Background: an optimization exercise with open tools, aiming at small area, a short achievable clock period and few clock cycles per item. Do not read the settings as production practice.
Power figures rest on the tool's default switching activity, not on a simulated workload.

==> inputs of trial 88 <==
Design reservoir_sampler_core, start of the top module:
module reservoir_sampler_core
(
	input  logic             clk,
	input  logic             arst_n,
	input  logic             s_tvalid,
	output logic             s_tready,
	input  logic [63:0]      s_tdata,     
	input  logic             s_tuser,     
	output logic             m_tvalid,
	input  logic             m_tready,
	output logic [31:0]      m_tdata,     
	output logic             m_tlast,
	input  logic             cfg_valid,
	output logic             cfg_ready,
	input  logic [rs_pkg::CFG_W-1:0] cfg_data
);
	rs_ctrl u_ctrl (
		.clk       (clk),
		.arst_n    (arst_n),
		.s_tvalid  (s_tvalid),
		.s_tready  (s_tready),
		.s_tdata   (s_tdata),
		.s_tuser   (s_tuser),
		.m_tvalid  (m_tvalid),
		.m_tready  (m_tready),
		.m_tdata   (m_tdata),
		.m_tlast   (m_tlast),
		.cfg_valid (cfg_valid),
		.cfg_ready (cfg_ready),
		.cfg_data  (cfg_data)
	);
endmodule
make LEC_CHECK=0 CAP_MARGIN=20 CORE_MARGIN=2 CORE_UTILIZATION=55 CTS_CLUSTER_SIZE=25 PLACE_DENSITY=0.65 SETUP_SLACK_MARGIN=4.65 SLEW_MARGIN=20 finish   # period 8.0 ns
run.sh (not shown) runs the stock make flow with config.mk's settings and CLKGATE_MAP_FILE= SYNTH_SCRIPT=/design/flow/synth_recipe.tcl, a recipe that flattens the netlist after the stock synthesis.
==> inputs of trial 47, as changes to trial 88 <==
--- a/flow/design.v
+++ b/flow/design.v
@@ -1,13 +1,13 @@
 package rs_pkg;
 	localparam int DEPTH  = 64;                  
 	localparam int CFG_W  = 7;                   
 	localparam int RND_W  = 31;                  
 	localparam int FAST_W = 9;
-	localparam int STEPS0 = 3;                   
+	localparam int STEPS0 = 1;                   
 	localparam int R4     = 1;                   
 	localparam int R2     = 0;                   
 	localparam int BPS    = 2 * R4 + R2;         
 	localparam int NSTAGE = (RND_W - STEPS0 + BPS - 1) / BPS;
 endpackage
 module rs_modu #(
 	parameter int W      = 9,
@@ -25,99 +25,101 @@
 	output logic          out_valid,
 	output logic [W-1:0]  out_rem,
 	output logic [31:0]   out_item,
 	output logic          busy
 );
 	localparam int BPS = 2 * R4 + R2;
 	localparam int NS  = NSTAGE;
-	function automatic logic [W+2:0] bprefix(input logic [W+1:0] a, input logic [W+1:0] b,
-			input int nb);
+	function automatic logic [W+1:0] sub1(input logic [W:0] a, input logic [W:0] b);
+		logic [W:0] g;
+		logic [W:0] p;
+		logic [W:0] gn;
+		logic [W:0] pn;
+		g = ~a & b;
+		p = ~a | b;
+		for (int s = 1; s <= W; s = s * 2) begin
+			gn = g;
+			pn = p;
+			for (int i = s; i <= W; i++) begin
+				gn[i] = g[i] | (p[i] & g[i-s]);
+				pn[i] = p[i] & p[i-s];
+			end
+			g = gn;
+			p = pn;
+		end
+		sub1 = {g[W], a ^ b ^ {g[W-1:0], 1'b0}};
+	endfunction
+	function automatic logic [W+2:0] sub2(input logic [W+1:0] a, input logic [W+1:0] b);
 		logic [W+1:0] g;
 		logic [W+1:0] p;
 		logic [W+1:0] gn;
 		logic [W+1:0] pn;
 		g = ~a & b;
 		p = ~a | b;
-		for (int s = 1; s < nb; s = s * 2) begin
+		for (int s = 1; s <= W + 1; s = s * 2) begin
 			gn = g;
 			pn = p;
-			for (int i = s; i < nb; i++) begin
+			for (int i = s; i <= W + 1; i++) begin
 				gn[i] = g[i] | (p[i] & g[i-s]);
 				pn[i] = p[i] & p[i-s];
 			end
 			g = gn;
 			p = pn;
 		end
-		bprefix = {g[nb-1], g[W:0], 1'b0};
+		sub2 = {g[W+1], a ^ b ^ {g[W:0], 1'b0}};
 	endfunction
 	function automatic logic [W-1:0] step2(input logic [W-1:0] x, input logic b,
 			input logic [W-1:0] n);
-		logic [W+1:0] t;
-		logic [W+1:0] m;
-		logic [W+2:0] bp;
-		t  = {1'b0, x, b};
-		m  = {2'b0, n};
-		bp = bprefix(t, m, W + 1);
-		step2 = t[W-1:0] ^ ({W{~bp[W+2]}} & (m[W-1:0] ^ bp[W-1:0]));
+		logic [W:0]   t;
+		logic [W+1:0] d;
+		t = {x, b};
+		d = sub1(t, {1'b0, n});
+		step2 = d[W+1] ? t[W-1:0] : d[W-1:0];
 	endfunction
 	function automatic logic [W-1:0] step4(input logic [W-1:0] x, input logic [1:0] b,
 			input logic [W-1:0] n, input logic [W+1:0] n3);
 		logic [W+1:0] u;
-		logic [W+1:0] m1;
-		logic [W+1:0] m2;
-		logic [W+2:0] p1;
-		logic [W+2:0] p2;
-		logic [W+2:0] p3;
-		logic         s1;
-		logic         s2;
-		logic         s3;
+		logic [W+2:0] d1;
+		logic [W+2:0] d2;
+		logic [W+2:0] d3;
 		u  = {x, b};
-		m1 = {2'b0, n};
-		m2 = {1'b0, n, 1'b0};
-		p1 = bprefix(u, m1, W + 2);
-		p2 = bprefix(u, m2, W + 2);
-		p3 = bprefix(u, n3, W + 2);
-		s3 = ~p3[W+2];
-		s2 = p3[W+2] & ~p2[W+2];
-		s1 = p2[W+2] & ~p1[W+2];
-		step4 = u[W-1:0] ^ (({W{s1}} & (m1[W-1:0] ^ p1[W-1:0]))
-			| ({W{s2}} & (m2[W-1:0] ^ p2[W-1:0]))
-			| ({W{s3}} & (n3[W-1:0] ^ p3[W-1:0])));
+		d1 = sub2(u, {2'b0, n});
+		d2 = sub2(u, {1'b0, n, 1'b0});
+		d3 = sub2(u, n3);
+		if (!d3[W+2]) begin
+			step4 = d3[W-1:0];
+		end else if (!d2[W+2]) begin
+			step4 = d2[W-1:0];
+		end else if (!d1[W+2]) begin
+			step4 = d1[W-1:0];
+		end else begin
+			step4 = u[W-1:0];
+		end
 	endfunction
 	function automatic logic [W-1:0] trim(input logic [W-1:0] x, input int t);
 		trim = (t < W) ? (x & W'((1 << t) - 1)) : x;
 	endfunction
 	logic [NS:0]           v;
 	logic [NS:0][W-1:0]    rem;
 	logic [NS:0][30:0]     rnd;
 	logic [NS:0][W-1:0]    dvs;
 	logic [NS:0][W+1:0]    dvs3;
 	logic [NS:0][31:0]     item;
-	logic [W-1:0] x0;
 	always_comb begin
 		logic [W-1:0] x;
 		x = '0;
 		for (int i = 0; i < STEPS0; i++) begin
 			x = trim(step2(x, in_rnd[30 - i], in_n), i + 1);
 		end
-		x0 = x;
-	end
-	always_ff @(posedge clk or negedge arst_n) begin
-		if (!arst_n) begin
-			v[0] <= 1'b0;
-		end else begin
-			v[0] <= in_valid;
-		end
-	end
-	always_ff @(posedge clk) begin
-		rem[0]  <= x0;
-		rnd[0]  <= in_rnd;
-		dvs[0]  <= in_n;
-		dvs3[0] <= {2'b0, in_n} + {1'b0, in_n, 1'b0};
-		item[0] <= in_item;
+		v[0]    = in_valid;
+		rem[0]  = x;
+		rnd[0]  = in_rnd;
+		dvs[0]  = in_n;
+		dvs3[0] = {2'b0, in_n} + {1'b0, in_n, 1'b0};
+		item[0] = in_item;
 	end
 	for (genvar s = 0; s < NS; s++) begin : g_stage
 		logic [W-1:0] nxt;
 		always_comb begin
 			logic [W-1:0] x;
 			int           t;
 			x = rem[s];
@@ -153,117 +155,106 @@
 			dvs3[s+1] <= dvs3[s];
 			item[s+1] <= item[s];
 		end
 	end
 	assign out_valid = v[NS];
 	assign out_rem   = rem[NS];
 	assign out_item  = item[NS];
-	assign busy      = |v;
+	assign busy      = |v[NS:1];
 endmodule
 module rs_slow (
 	input  logic        clk,
 	input  logic        arst_n,
 	input  logic        start,
 	input  logic [30:0] dividend,
 	input  logic [31:0] divisor,
 	input  logic [6:0]  k,
 	output logic        busy,
 	output logic        done,
 	output logic        hit,
 	output logic [5:0]  slot
 );
-	function automatic logic [9:0] sub9(input logic [8:0] a, input logic [8:0] b,
+	function automatic logic [17:0] sub17(input logic [16:0] a, input logic [16:0] b,
 			input logic c);
-		logic [8:0] g;
-		logic [8:0] p;
-		logic [8:0] gn;
-		logic [8:0] pn;
-		logic [8:0] bi;
+		logic [16:0] g;
+		logic [16:0] p;
+		logic [16:0] gn;
+		logic [16:0] pn;
+		logic [16:0] bi;
 		g = ~a & b;
 		p = ~a | b;
-		for (int s = 1; s <= 8; s = s * 2) begin
+		for (int s = 1; s <= 16; s = s * 2) begin
 			gn = g;
 			pn = p;
-			for (int i = s; i <= 8; i++) begin
+			for (int i = s; i <= 16; i++) begin
 				gn[i] = g[i] | (p[i] & g[i-s]);
 				pn[i] = p[i] & p[i-s];
 			end
 			g = gn;
 			p = pn;
 		end
 		bi[0] = c;
-		for (int i = 1; i <= 8; i++) begin
+		for (int i = 1; i <= 16; i++) begin
 			bi[i] = g[i-1] | (p[i-1] & c);
 		end
-		sub9 = {g[8] | (p[8] & c), a ^ (b ^ bi)};
+		sub17 = {g[16] | (p[16] & c), a ^ b ^ bi};
 	endfunction
 	logic        run_q;
-	logic [1:0]  ph_q;
+	logic        ph_q;
 	logic        fin_q;
 	logic        done_q;
 	logic        hit_q;
 	logic [4:0]  idx_q;
 	logic        b_q;
 	logic [31:0] rem_q;
-	logic [23:0] dif_q;
-	logic        bor_q;
-	logic [32:0] trial;
-	logic [8:0]  ca;
-	logic [8:0]  cb;
-	logic [9:0]  cd;
+	logic [16:0] dlo_q;
+	logic        blo_q;
+	logic [17:0] lo;
+	logic [17:0] hi;
 	always_comb begin
-		trial = {rem_q, b_q};
-		case (ph_q)
-			2'd0:    begin ca = {1'b0, trial[7:0]};   cb = {1'b0, divisor[7:0]};   end
-			2'd1:    begin ca = {1'b0, trial[15:8]};  cb = {1'b0, divisor[15:8]};  end
-			2'd2:    begin ca = {1'b0, trial[23:16]}; cb = {1'b0, divisor[23:16]}; end
-			default: begin ca = trial[32:24];         cb = {1'b0, divisor[31:24]}; end
-		endcase
-		cd = sub9(ca, cb, (ph_q == 2'd0) ? 1'b0 : bor_q);
+		lo = sub17({rem_q[15:0], b_q}, divisor[16:0], 1'b0);
+		hi = sub17({1'b0, rem_q[31:16]}, {2'b0, divisor[31:17]}, blo_q);
 	end
 	always_ff @(posedge clk or negedge arst_n) begin
 		if (!arst_n) begin
 			run_q  <= 1'b0;
-			ph_q   <= 2'd0;
+			ph_q   <= 1'b0;
 			fin_q  <= 1'b0;
 			done_q <= 1'b0;
 			idx_q  <= 5'd0;
 		end else begin
-			fin_q  <= run_q && (ph_q == 2'd3) && (idx_q == 5'd0);
+			fin_q  <= run_q && ph_q && (idx_q == 5'd0);
 			done_q <= fin_q;
 			if (start) begin
 				run_q <= 1'b1;
-				ph_q  <= 2'd0;
+				ph_q  <= 1'b0;
 				idx_q <= 5'd30;
 			end else if (run_q) begin
-				ph_q <= ph_q + 1'b1;
-				if (ph_q == 2'd3) begin
+				ph_q <= !ph_q;
+				if (ph_q) begin
 					idx_q <= idx_q - 1'b1;
 					if (idx_q == 5'd0) begin
 						run_q <= 1'b0;
 					end
 				end
 			end
 		end
 	end
 	always_ff @(posedge clk) begin
 		if (start) begin
 			rem_q <= '0;
 			b_q   <= dividend[30];
 		end else if (run_q) begin
-			bor_q <= cd[9];
-			case (ph_q)
-				2'd0:    dif_q[7:0]   <= cd[7:0];
-				2'd1:    dif_q[15:8]  <= cd[7:0];
-				2'd2:    dif_q[23:16] <= cd[7:0];
-				default: begin
-					rem_q <= cd[9] ? trial[31:0] : {cd[7:0], dif_q};
-					b_q   <= (idx_q == 5'd0) ? 1'b0 : dividend[5'(idx_q - 5'd1)];
-				end
-			endcase
+			if (!ph_q) begin
+				dlo_q <= lo[16:0];
+				blo_q <= lo[17];
+			end else begin
+				rem_q <= hi[17] ? {rem_q[30:0], b_q} : {hi[14:0], dlo_q};
+				b_q   <= (idx_q == 5'd0) ? 1'b0 : dividend[5'(idx_q - 5'd1)];
+			end
 		end
 		if (fin_q) begin
 			hit_q <= (rem_q[31:7] == '0) && (rem_q[6:0] < k);
 		end
 	end
 	assign busy = run_q || fin_q || done_q;
 	assign done = done_q;
@@ -284,15 +275,14 @@
 	output logic        m_tlast,
 	input  logic        cfg_valid,
 	output logic        cfg_ready,
 	input  logic [6:0]  cfg_data
 );
 	localparam int W  = rs_pkg::FAST_W;
 	localparam int NS = rs_pkg::NSTAGE;
-	localparam int LAT = NS + 1;                 
 	logic [6:0] k_q;
 	always_ff @(posedge clk or negedge arst_n) begin
 		if (!arst_n) begin
 			k_q <= 7'd1;
 		end else if (cfg_valid) begin
 			if (cfg_data == 7'd0) begin
 				k_q <= 7'd1;
@@ -355,14 +345,15 @@
 			e_item <= s_tdata[31:0];
 			e_rnd  <= s_tdata[62:32];
 		end
 	end
 	logic          p_v;
 	logic [W-1:0]  p_rem;
 	logic [31:0]   p_item;
+	logic [NS:1]   p_vall;
 	logic          p_busy;
 	rs_modu #(
 		.W      (W),
 		.STEPS0 (rs_pkg::STEPS0),
 		.R4     (rs_pkg::R4),
 		.R2     (rs_pkg::R2),
 		.NSTAGE (NS)
@@ -392,15 +383,15 @@
 		.busy      (sl_busy),
 		.done      (sl_done),
 		.hit       (sl_hit),
 		.slot      (sl_slot)
 	);
 	logic        fin_pend;
 	logic [6:0]  m_pend;
-	logic [$clog2(LAT+1)-1:0] drain_q;
+	logic [$clog2(NS+1)-1:0] drain_q;
 	logic        p_hit;
 	logic [63:0] we;
 	logic [31:0] wdata;
 	logic [63:0] rsel_q;
 	logic [31:0] rdata;
 	assign p_hit = p_v && (p_rem < W'(k_q));
 	always_comb begin
@@ -440,15 +431,15 @@
 			ptr_q    <= '0;
 			rsel_q   <= '0;
 			ov_q     <= 1'b0;
 		end else begin
 			if (acc_fin) begin
 				fin_pend <= 1'b1;
 				m_pend   <= m_now;
-				drain_q  <= LAT;
+				drain_q  <= NS;
 			end else if (drain_q != '0) begin
 				drain_q <= drain_q - 1'b1;
 			end
 			if (fin_pend && !dump_q) begin
 				fin_pend <= 1'b0;
 				dump_q   <= (m_pend != '0);
 				primed_q <= 1'b0;
@@ -475,46 +466,28 @@
 			od_q <= rdata;
 			ol_q <= rd_last;
 		end
 	end
 	assign m_tvalid = ov_q;
 	assign m_tdata  = od_q;
 	assign m_tlast  = ol_q;
-	logic       cnt_small;
-	logic [6:0] cnt_next;
-	logic [6:0] ptr_next;
-	logic [6:0] k_next;
-	logic       dump_next;
-	logic       push_safe;
-	logic       rdy_d;
-	always_comb begin
-		cnt_small = (cnt_q[31:7] == '0);
-		cnt_next  = cnt_q[6:0] + 7'(acc_push);
-		ptr_next  = ptr_q + 7'(rd);
-		if (!cfg_valid) begin
-			k_next = k_q;
-		end else if (cfg_data == 7'd0) begin
-			k_next = 7'd1;
-		end else if (cfg_data > 7'd64) begin
-			k_next = 7'd64;
-		end else begin
-			k_next = cfg_data;
-		end
-		dump_next = dump_q && !(rd && rd_last);
-		push_safe = (cnt_small && (cnt_next < ptr_next)) || (k_next <= ptr_next);
-	end
+	logic push_safe;
+	logic rdy_d;
+	assign push_safe = ((cnt_q[31:6] == '0) && ({1'b0, cnt_q[5:0]} + 7'd2 <= ptr_q))
+		|| (k_q <= ptr_q);
 	always_comb begin
 		rdy_d = 1'b1;
 		if (acc_fin || fin_pend) rdy_d = 1'b0;
-		if (dump_next && !push_safe) rdy_d = 1'b0;
+		if (dump_q && !push_safe && !(rd && rd_last)) rdy_d = 1'b0;
+		if (dump_q && cfg_valid) rdy_d = 1'b0;
 		if (slow_zone && (acc || e_fill || e_pipe || e_slow || p_busy || sl_busy)) rdy_d = 1'b0;
 	end
 	always_ff @(posedge clk or negedge arst_n) begin
 		if (!arst_n) begin
-			rdy_q <= 1'b0;
+			rdy_q <= 1'b1;
 		end else begin
 			rdy_q <= rdy_d;
 		end
 	end
 endmodule
 module rs_dpath
 (
CORE_UTILIZATION = 45   (was 55)
CTS_CLUSTER_SIZE = unset   (was 25)
PLACE_DENSITY = 0.6   (was 0.65)
SETUP_SLACK_MARGIN = 4.8   (was 4.65)
==> comparison <==
- Trial 47 went through all stages and came out clean. Trial 88 produced a clean layout.
- Against trial 88, the count of clock-buffer cells in the layout of trial 47 is higher by 13.
- Critical path depth: trial 88 is higher than trial 47 (12).
- Of trial 47 and trial 88, trial 47 has the higher clock power (gap about 5%, measured against trial 88).
- In trial 47 the design area is larger than in trial 88, by 5.4%.
- Between trial 88 and trial 47, the lower first-iteration DRC count is in trial 47 (gap 7.1%, measured against trial 47).
- Of trial 47 and trial 88, trial 88 has the higher sequential share of layout area (gap 3.4 points).
- Register-to-register slack: trial 47 is better than trial 88 (0.51 ns).
- Against trial 47, the non-clock buffer count of trial 88 is higher by 119.
- Between trial 88 and trial 47, the lower fmax is in trial 88 (gap 9.9%, measured against trial 47).
==> figures <==
| metric | trial 88 | trial 47 |
|---|---|---|
| Stages on worst setup path | 13 | 1 |
| Yosys top cell area share | 0.5285 | 0.4885 |
| Min Hold Slack | 0.2918 ns | 0.2571 ns |
| Combinational share of power | 0.272 | 0.239 |
| Multiplexer share of the synthesized area | 0.006909 | 0.02111 |
| Number of detailed-routing iterations run before antenna repair | 10 | 7 |
| Part of the total power dissipated in sequential elements | 0.447 | 0.440 |
| Initial Util | 0.5516 | 0.4529 |
| Placeable core region | 0.2242 mm2 | 0.2946 mm2 |
| Max incr delay on CP | 0.36 ns | 0.70 ns |
| Grt met2 use | 0.5272 | 0.4375 |
| EDFF count, synth | 2177 | 2170 |
| Global-route wire length before repair | 584200 um | 621600 um |
| Total Power | 56.47 mW | 52.10 mW |
| Vias post-DR | 82603 | 85437 |
| Worst vdd rail ir drop | 0.3135 mV | 0.1938 mV |
| Run status | complete, no violations | complete, no violations |
| Internal reg-to-reg setup slack | 4.30 ns | 4.81 ns |
| Routed met2 length | 180700 um | 192800 um |
| Instance area after placement | 0.1294 mm2 | 0.1406 mm2 |
No run of this note included a check of the RTL's function; only the layout flow was run.

re-timing with driven ports:
The flow's constraints put no driver on any port. The routed layouts listed below were extracted and timed again, unchanged, in two steps.
Step 1 (the two cells are an assumption about what drives the block):
set clk [get_ports {clk}]
set_driving_cell -lib_cell sky130_fd_sc_hd__clkbuf_16 $clk
set_driving_cell -lib_cell sky130_fd_sc_hd__buf_2 [delete_from_list [all_inputs] $clk]
Step 2 moves the port delays by t, midway between the first and last clock arrival at a register: inputs arrive t later, outputs are due t later. That takes back most of the time a late clock gives input paths.
Three values: no drivers, after step 1, after step 2; two values: the first two.
run	shift t [ns]	setup slack, ns	worst hold slack (ns)	worst slew at a driven data input, ns	cell pins on the clock port's net
trial 88	1.050	4.305 / 4.305 / 3.728	0.292 / 0.292 / 0.292	0.06	1
trial 47	1.051	4.670 / 4.554 / 3.927	0.257 / 0.257 / 0.257	0.06	1
After both steps setup and hold are still met in every run listed. The setup slack of trial 47, which loses most, moves by -0.116 ns with the drivers and by -0.743 ns with both steps.
